This design comes from an exercise in tuning for small area on the open sky130 flow, not from production work. The RTL was checked by simulation tests, not by an equivalence proof against the original design.

File: design.v
package rv32_pkg;
    typedef enum logic [1:0] {
        class_load    = 2'b00,
        class_alu_imm = 2'b01,
        class_store   = 2'b10,
        class_alu_reg = 2'b11
    } instr_class_t;
endpackage
`timescale 1ns/1ps
module alu (
    input  logic       a,          
    input  logic       a_pass,     
    input  logic       b,
    input  logic       cin,
    input  logic       inv_b,      
    input  logic [2:0] funct3,
    output logic       sum,
    output logic       cout,
    output logic       result
);
    logic bb;
    assign bb   = b ^ inv_b;
    assign sum  = a ^ bb ^ cin;
    assign cout = (a & bb) | (cin & (a ^ bb));
    always_comb begin
        case (funct3)
            3'b000:  result = sum;
            3'b100:  result = a_pass ^ b;
            3'b110:  result = a_pass | b;
            3'b111:  result = a_pass & b;
            default: result = a_pass;
        endcase
    end
endmodule
`timescale 1ns/1ps
module register_file (
    input  logic       clk,
    input  logic       clr,        
    input  logic       wr_ena,
    input  logic [4:0] wr_addr,
    input  logic       wr_bit,
    input  logic [4:0] rd_addr0,
    input  logic [4:0] rd_addr1,
    output logic       rd_bit0,
    output logic       rd_bit1
);
    logic [32-1:0] regs [1:32-1];
    logic [32-1:0] lsb;
    assign lsb[0] = 1'b0;
    for (genvar k = 1; k < 32; k++) begin : g_reg
        logic we;
        assign we = clr || (wr_ena && wr_addr == 5'(k));
        assign lsb[k] = regs[k][0];
        always_ff @(posedge clk) begin
            regs[k] <= {we ? (wr_bit && !clr) : regs[k][0], regs[k][32-1:1]};
        end
    end
    assign rd_bit0 = lsb[rd_addr0] && !clr;
    assign rd_bit1 = lsb[rd_addr1] && !clr;
endmodule
`timescale 1ns/1ps
module instr_decoder (
    input  logic [31:0] instr,
    input  logic [4:0]  phase,
    output rv32_pkg::instr_class_t instr_class,
    output logic [4:0]  rs1,
    output logic [4:0]  rs2,
    output logic [4:0]  rd,
    output logic        imm_bit,   
    output logic        rd_bit,    
    output logic        inv_b      
);
    logic [2:0] funct3;
    logic       is_reg;
    logic       is_store;
    assign instr_class = rv32_pkg::instr_class_t'(instr[5:4]);
    assign is_reg   = instr[5] & instr[4];
    assign is_store = instr[5] & ~instr[4];
    assign funct3 = instr[14:12];
    assign rs1 = instr[19:15];
    assign rs2 = instr[24:20];
    assign rd  = instr[11:7];
    assign rd_bit = instr[7 + 32'(phase[2:0])];
    always_comb begin
        if (phase >= 5'd11) begin
            imm_bit = instr[31];
        end else if (phase < 5'd5 && is_store) begin
            imm_bit = rd_bit;
        end else begin
            imm_bit = instr[20 + 32'(phase)];
        end
    end
    assign inv_b = instr[4] &&
                   ((funct3 == 3'b000 && is_reg && instr[30]) || funct3[2:1] == 2'b01 ||
                    funct3 == 3'b001);
endmodule
`timescale 1ns/1ps
module core_control (
    input  logic        clk,
    input  logic        rst,
    output logic [4:0]  phase,
    output logic        rot,
    output logic        clr,
    output logic        instruction_done,
    output logic [31:0] instructions_completed
);
    always_ff @(posedge clk) begin
        if (rst) begin
            phase <= '0;
            rot   <= 1'b0;
            clr   <= 1'b1;
        end else begin
            phase <= phase + 5'd1;
            if (phase == 5'd31) begin
                rot <= ~rot;
                clr <= 1'b0;
            end
        end
    end
    assign instruction_done = rot && phase == 5'd31;
    logic [32:0] carry;
    assign carry[0] = instruction_done;
    for (genvar i = 0; i < 32; i++) begin : g_count
        assign carry[i + 1] = carry[i] & instructions_completed[i];
        always_ff @(posedge clk) begin
            if (rst) begin
                instructions_completed[i] <= 1'b0;
            end else begin
                instructions_completed[i] <= instructions_completed[i] ^ carry[i];
            end
        end
    end
endmodule
`timescale 1ns/1ps
module rv32_core (
    input  logic             clk,
    input  logic             rst,
    output logic [32-1:0] mem_addr,
    input  logic [32-1:0] mem_rd_data,
    output logic [32-1:0] mem_wr_data,
    output logic             mem_wr_ena,
    output logic [32-1:0] pc,
    output logic             instruction_done,
    output logic [31:0]      instructions_completed
);
    logic [4:0] phase;
    logic       rot;
    logic       clr;
    rv32_pkg::instr_class_t instr_class;
    logic [4:0] rs1;
    logic [4:0] rs2;
    logic [4:0] rd;
    logic       imm_bit;
    logic       rd_bit;
    logic       inv_b;
    logic [2:0] funct3;
    logic       a;
    logic       a_add;
    logic       rs2_bit;
    logic       b;
    logic       cin;
    logic       sum;
    logic       cout;
    logic       alu_res;
    logic       lt;
    logic       carry;        
    logic [29:0] ar;          
    logic [31:0] sdr;         
    logic [4:0]  xr;          
    logic        mem_op;      
    logic        store_op;    
    logic        access;
    logic        is_alu;
    logic        is_load;
    logic        is_store;
    logic        is_reg;
    logic        is_shift;
    logic        is_sll;
    logic        is_cmp;
    logic        tap;
    logic [5:0]  qsum;
    logic        mask;
    logic        wbit;
    logic        wr_ena;
    logic [4:0]  wr_addr;
    core_control u_control (
        .clk                    (clk),
        .rst                    (rst),
        .phase                  (phase),
        .rot                    (rot),
        .clr                    (clr),
        .instruction_done       (instruction_done),
        .instructions_completed (instructions_completed)
    );
    instr_decoder u_decoder (
        .instr       (mem_rd_data),
        .phase       (phase),
        .instr_class (instr_class),
        .rs1         (rs1),
        .rs2         (rs2),
        .rd          (rd),
        .imm_bit     (imm_bit),
        .rd_bit      (rd_bit),
        .inv_b       (inv_b)
    );
    assign funct3   = mem_rd_data[14:12];
    assign is_alu   = instr_class[0];
    assign is_load  = instr_class == rv32_pkg::class_load;
    assign is_store = instr_class == rv32_pkg::class_store;
    assign is_reg   = instr_class == rv32_pkg::class_alu_reg;
    assign is_shift = is_alu && funct3[1:0] == 2'b01;
    assign is_sll   = ~funct3[2];
    assign is_cmp   = funct3[2:1] == 2'b01;
    register_file u_regfile (
        .clk      (clk),
        .clr      (clr),
        .wr_ena   (wr_ena),
        .wr_addr  (wr_addr),
        .wr_bit   (wbit),
        .rd_addr0 (rs1),
        .rd_addr1 (rs2),
        .rd_bit0  (a),
        .rd_bit1  (rs2_bit)
    );
    assign b   = is_reg ? rs2_bit : imm_bit;
    assign cin = (phase == 5'd0) ? inv_b : carry;
    assign a_add = a && !is_shift;
    alu u_alu (
        .a      (a_add),
        .a_pass (a),
        .b      (b),
        .cin    (cin),
        .inv_b  (inv_b),
        .funct3 (is_alu ? funct3 : 3'b000),
        .sum    (sum),
        .cout   (cout),
        .result (alu_res)
    );
    assign lt = funct3[0] ? ~cout : ((a ^ b) ? a : sum);
    assign access = rot && phase == 5'd0 && mem_op;
    always_ff @(posedge clk) begin
        ar <= {sum, ar[29:1]};
        if (access && !store_op) begin
            sdr <= {sdr[31], mem_rd_data[31:1]};
        end else begin
            sdr <= {is_store ? rs2_bit : alu_res, sdr[31:1]};
        end
        if (!rot && phase < 5'd5) begin
            xr <= {is_shift ? sum : (is_load && rd_bit), xr[4:1]};
        end
        if (!rot) begin
            if (phase == 5'd31) begin
                carry <= is_cmp ? lt : a;
            end else begin
                carry <= cout;
            end
        end
        mem_op   <= ~mem_rd_data[4];
        store_op <= is_store;
    end
    assign tap  = sdr[xr];
    assign qsum = {1'b0, phase} + {1'b0, xr};
    assign mask = is_sll ? (~qsum[5] && xr != 5'd0) : qsum[5];
    always_comb begin
        if (access) begin
            wbit = mem_rd_data[0];
        end else if (is_load) begin
            wbit = sdr[0];
        end else if (is_cmp) begin
            wbit = (phase == 5'd0) && carry;
        end else if (is_shift && mask) begin
            wbit = ~is_sll && mem_rd_data[30] && carry;
        end else begin
            wbit = tap;
        end
    end
    assign wr_ena  = rot && !(access ? store_op : is_store);
    assign wr_addr = access ? xr : rd;
    assign mem_addr    = access ? {ar, 2'b00} : {instructions_completed[29:0], 2'b00};
    assign mem_wr_data = sdr;
    assign mem_wr_ena  = access && store_op;
    assign pc          = {instructions_completed[29:0], 2'b00};
endmodule
File: flow/run.sh
#!/bin/bash
# Standard ORFS layout with smaller port buffers and a leaner clock tree.
set -euo pipefail
export BUFFER_PORTS_ARGS="-buffer_cell sky130_fd_sc_hd__buf_1"
export CTS_ARGS="-sink_clustering_enable -repair_clock_nets -buf_list sky130_fd_sc_hd__clkbuf_16 -sink_clustering_size 30 -sink_clustering_max_diameter 60 -sink_buffer_max_cap_derate 0.1 -dont_use_dummy_load"
bash standard.sh > flow_make.log 2>&1
File: standard.sh
#!/bin/bash
# synth_recipe.tcl (not shown) runs the flow's synth.tcl, then flattens the netlist and writes it again
# the make line also repeats each setting of config.mk as NAME=value (left out here)
make -C /OpenROAD-flow-scripts/flow DESIGN_CONFIG=/design/flow/config.mk WORK_HOME=/design/flow/orfs CLKGATE_MAP_FILE= SYNTH_SCRIPT=/design/flow/synth_recipe.tcl "${@:-finish}"
File: config.mk
export PLATFORM = sky130hd
export DESIGN_NAME = rv32_core
export DESIGN_NICKNAME = rv32_core
export VERILOG_FILES = /design/flow/design.v
export SDC_FILE = /design/flow/constraint.sdc
export NUM_CORES = 4
export LEC_CHECK = 0
export CAP_MARGIN = 20
export CORE_MARGIN = 2
export CORE_UTILIZATION = 70
export SLEW_MARGIN = 20
File: constraint.sdc
create_clock -name core_clock -period 10.0 [get_ports {clk}]
set_input_delay 2.0000 -clock core_clock [delete_from_list [all_inputs] [get_ports {clk}]]
set_output_delay 2.0000 -clock core_clock [all_outputs]
set_load 0.01 [all_outputs]
==> impl_metrics.json <==
{
  "status": "finished clean",
  "layout-drive-gt1-share_pct": 5.37,
  "tightest_slew_ns": 1.13,
  "overflow": 0,
  "avgSynthCellArea_sq_um": 15.9,
  "cts_hold_buf": 0,
  "rsz0062_at_grt": "no",
  "ys_ff_latch": 1101,
  "num_vias": 11900,
  "clk_path_buf_depth": 3,
  "rows": 70,
  "most-common-layout-cells": "dfxtp_1, buf_1, nand2_1, nor2_1, clkbuf_16",
  "hp-class": "flip-flop to flip-flop",
  "criticalPathCategory": "flip-flop to flip-flop",
  "drc_errors": 0,
  "period_needed_ns": 7.35,
  "critical_path_required_ns": 10.44,
  "cts.sinks": 1101,
  "hpwl_um": 28000,
  "wirelength_um": 48700,
  "cp_max_fo": 11,
  "p_leak_uw": 0.0113,
  "crit_path_frequent_cell": "ha_1",
  "finalHoldViolations": 0,
  "drtIter0Drc": 915,
  "drv_slew": 0,
  "grt_util_all_layers_pct": 25.6,
  "antenna_found_initial": 5,
  "core_sq_um": 36700,
  "wl_per_cell_um": 21.6,
  "port_buffers": 159,
  "cp.arrival_ns": 7.79,
  "final_common_cell": "dfxtp_1",
  "cts_tree": "yes",
  "dpl_cell_area_sq_um": 27000,
  "clk_pin_slew_worst_paths_ns": 0.10,
  "synth_ff_type": "dfxtp_1",
  "post-route-period-util_pct": 73.5,
  "power.density_nw_per_um2": 241,
  "dieArea_sq_um": 39000,
  "gp_congestion": 0.822,
  "syn_inst": 1647,
  "max_clock_freq_ghz": 0.136,
  "fp.dieW_um": 197,
  "grt_max_degree": 40,
  "yosys_warnings": 6,
  "yosysSeqAreaShare_pct": 84.4,
  "cts.htree.levels": 2,
  "post_drt_via_cell_ratio": 5.28,
  "area_growth_syn_to_layout_pct": 7.44,
  "relSlewSlack_pct": 24.6,
  "design_area_sq_um": 28100,
  "critPathMaxStageDelay_ns": 0.45,
  "fin_nets": 1864,
  "clock_latency_ns": 0.63,
  "critPathSlowestCell": "dfxtp_1",
  "ctsRootBufferMaster": "clkbuf_16",
  "vdd_drop_max_mv": 0.213,
  "cp-end-kind": "flip-flop",
  "synth.cell_area_sq_um": 26200,
  "cts_inserted_buffers": 47,
  "synth_edf_count": 7,
  "ctsResizeCount": 0,
  "dr.pass1.iters": 7,
  "timing.hold.ws_ns": 0.283,
  "io_pins": 164,
  "fin_worst_skew_ns": 0.105,
  "start_util_pct": 71.4,
  "power_uw": 6790,
  "drv_cap": 0,
  "dieHeight_um": 197,
  "ant_nets": 0,
  "post-cts-setup-buffer-count": 0,
  "synthArstFlopShare_pct": 0,
  "fin_cells": 2257,
  "setup_viol": 0,
  "grt_pass1_wl_um": 73700,
  "dp.cells": 2208,
  "ys_types": 62,
  "fin_setup_tns_ns": 0,
  "grt_pass1_vias": 12200,
  "startpoint_type": "flip-flop"
}
[cell usage after synthesis, drive strengths merged, types with 6 or more instances]
| master | instances | area [sq um] |
|---|---|---|
| a21oi | 7 | 35.0 |
| a311oi | 26 | 228 |
| a31oi | 6 | 37.5 |
| a32oi | 7 | 68.8 |
| buf | 58 | 404 |
| clkbuf | 16 | 60.1 |
| dfxtp | 1094 | 21900 |
| edfxtp | 7 | 210 |
| ha | 40 | 500 |
| inv | 14 | 52.6 |
| mux2 | 30 | 338 |
| mux2i | 16 | 168 |
| mux4 | 30 | 702 |
| nand2 | 110 | 413 |
| nor2 | 79 | 314 |
| nor2b | 43 | 269 |
| o21ai | 9 | 45.0 |
[worst paths after layout]
| kind | start | end | slack [ns] | cells after the start |
|---|---|---|---|---|
| max | u_control.phase[1] | u_control.instructions_completed[30] | 2.65 | 37 |
| min | u_regfile.regs[25][2] | u_regfile.regs[25][1] | 0.28 | 0 |
| max reg2reg | u_control.phase[1] | u_control.instructions_completed[30] | 2.65 | 37 |
| min reg2reg | u_regfile.regs[25][2] | u_regfile.regs[25][1] | 0.28 | 0 |
[worst max-delay path: cells and delay by family (launching register included)]
family	cells	cell delay (ns)
adder cells (fa/ha/maj)	33	6.25
buffers and inverters	1	0.13
flip-flops	1	0.45
AND/OR/NAND/NOR	3	0.41
[kinds of logic after synthesis]
kind of cell | after synthesis | synth area share (%)
compound gates | 82 | 2.47
xor+xnor | 5 | 0.167
fa+ha+maj | 41 | 1.99
buf+inv | 89 | 1.99
flops | 1101 | 84.4
mux | 76 | 4.61
other cells | 1 | 0.0143
simple gates | 252 | 4.32
[registers in the layout, summed over array words and instances (netlist names)]
register and flops:
u_regfile.regs 992, sdr 32, u_control.instructions_completed 32, ar 30, u_control.phase 5, xr 5, carry 1, mem_op 1
store_op 1, u_control.clr 1, u_control.rot 1
[power breakdown]
| part | internal (uW) | total [uW] | switching (uW) |
|---|---|---|---|
| Sequential | 4460 | 4530 | 68.0 |
| Combinational | 77.7 | 186 | 109 |
| Clock | 845 | 2070 | 1230 |
[per-stage QoR]
step / setup WS [ns] / utilization (%)
final: 2.65 / 76.7
after CTS: 2.58 / 76.7
after detailed placement: 2.62 / 73.5
after global routing: 2.26 / 76.7
after floorplan: 3.29 / -
after global placement: 2.71 / 73.5
[layer usage]
metal  part of all wire (%)  up-vias  global-route usage [%]  wire length, um
met5                   0.15        -                    1.40               75
met3                    5.6      136                    4.32             2740
li1                       -     5572                       -                -
met1                     43     5716                    33.9            20800
met2                     48      501                    42.3            23200
met4                    3.7        2                    10.1             1780
[layout make-up]
cell class | count | area, sq um
flip-flops and latches | 1101 | 22100
fillers | 1912 | 8560
multi-input cells | 460 | 3570
clock buffers | 47 | 1180
repair buffers | 164 | 634
well taps | 468 | 586
inverters | 15 | 57.6
diodes | 2 | 5.00

-- what the ideal ports hide --
How much do the figures lean on ideal ports? The routed layout below was timed once more, with nothing changed but the port constraints.
Step 1 (the two cells are an assumption about what drives the block):
set clk [get_ports {clk}]
set_driving_cell -lib_cell sky130_fd_sc_hd__clkbuf_16 $clk
set_driving_cell -lib_cell sky130_fd_sc_hd__buf_2 [delete_from_list [all_inputs] $clk]
Step 2, shift: input delay + t, output delay - t, t = (earliest + latest rising clock arrival at the registers) / 2. This alone moves slack from input paths to output paths.
Three values: ideal, step 1, step 2; two values: the first two.
t (ns): 0.632
setup slack, ns: 2.650 / 2.650 / 2.650
worst setup path after step 2: register to register
worst register clock-pin slew, ns: 0.12 / 0.12
After both steps setup and hold are still met in this run. The setup slack of this run moves by 0.000 ns with the drivers and by 0.000 ns with both steps.
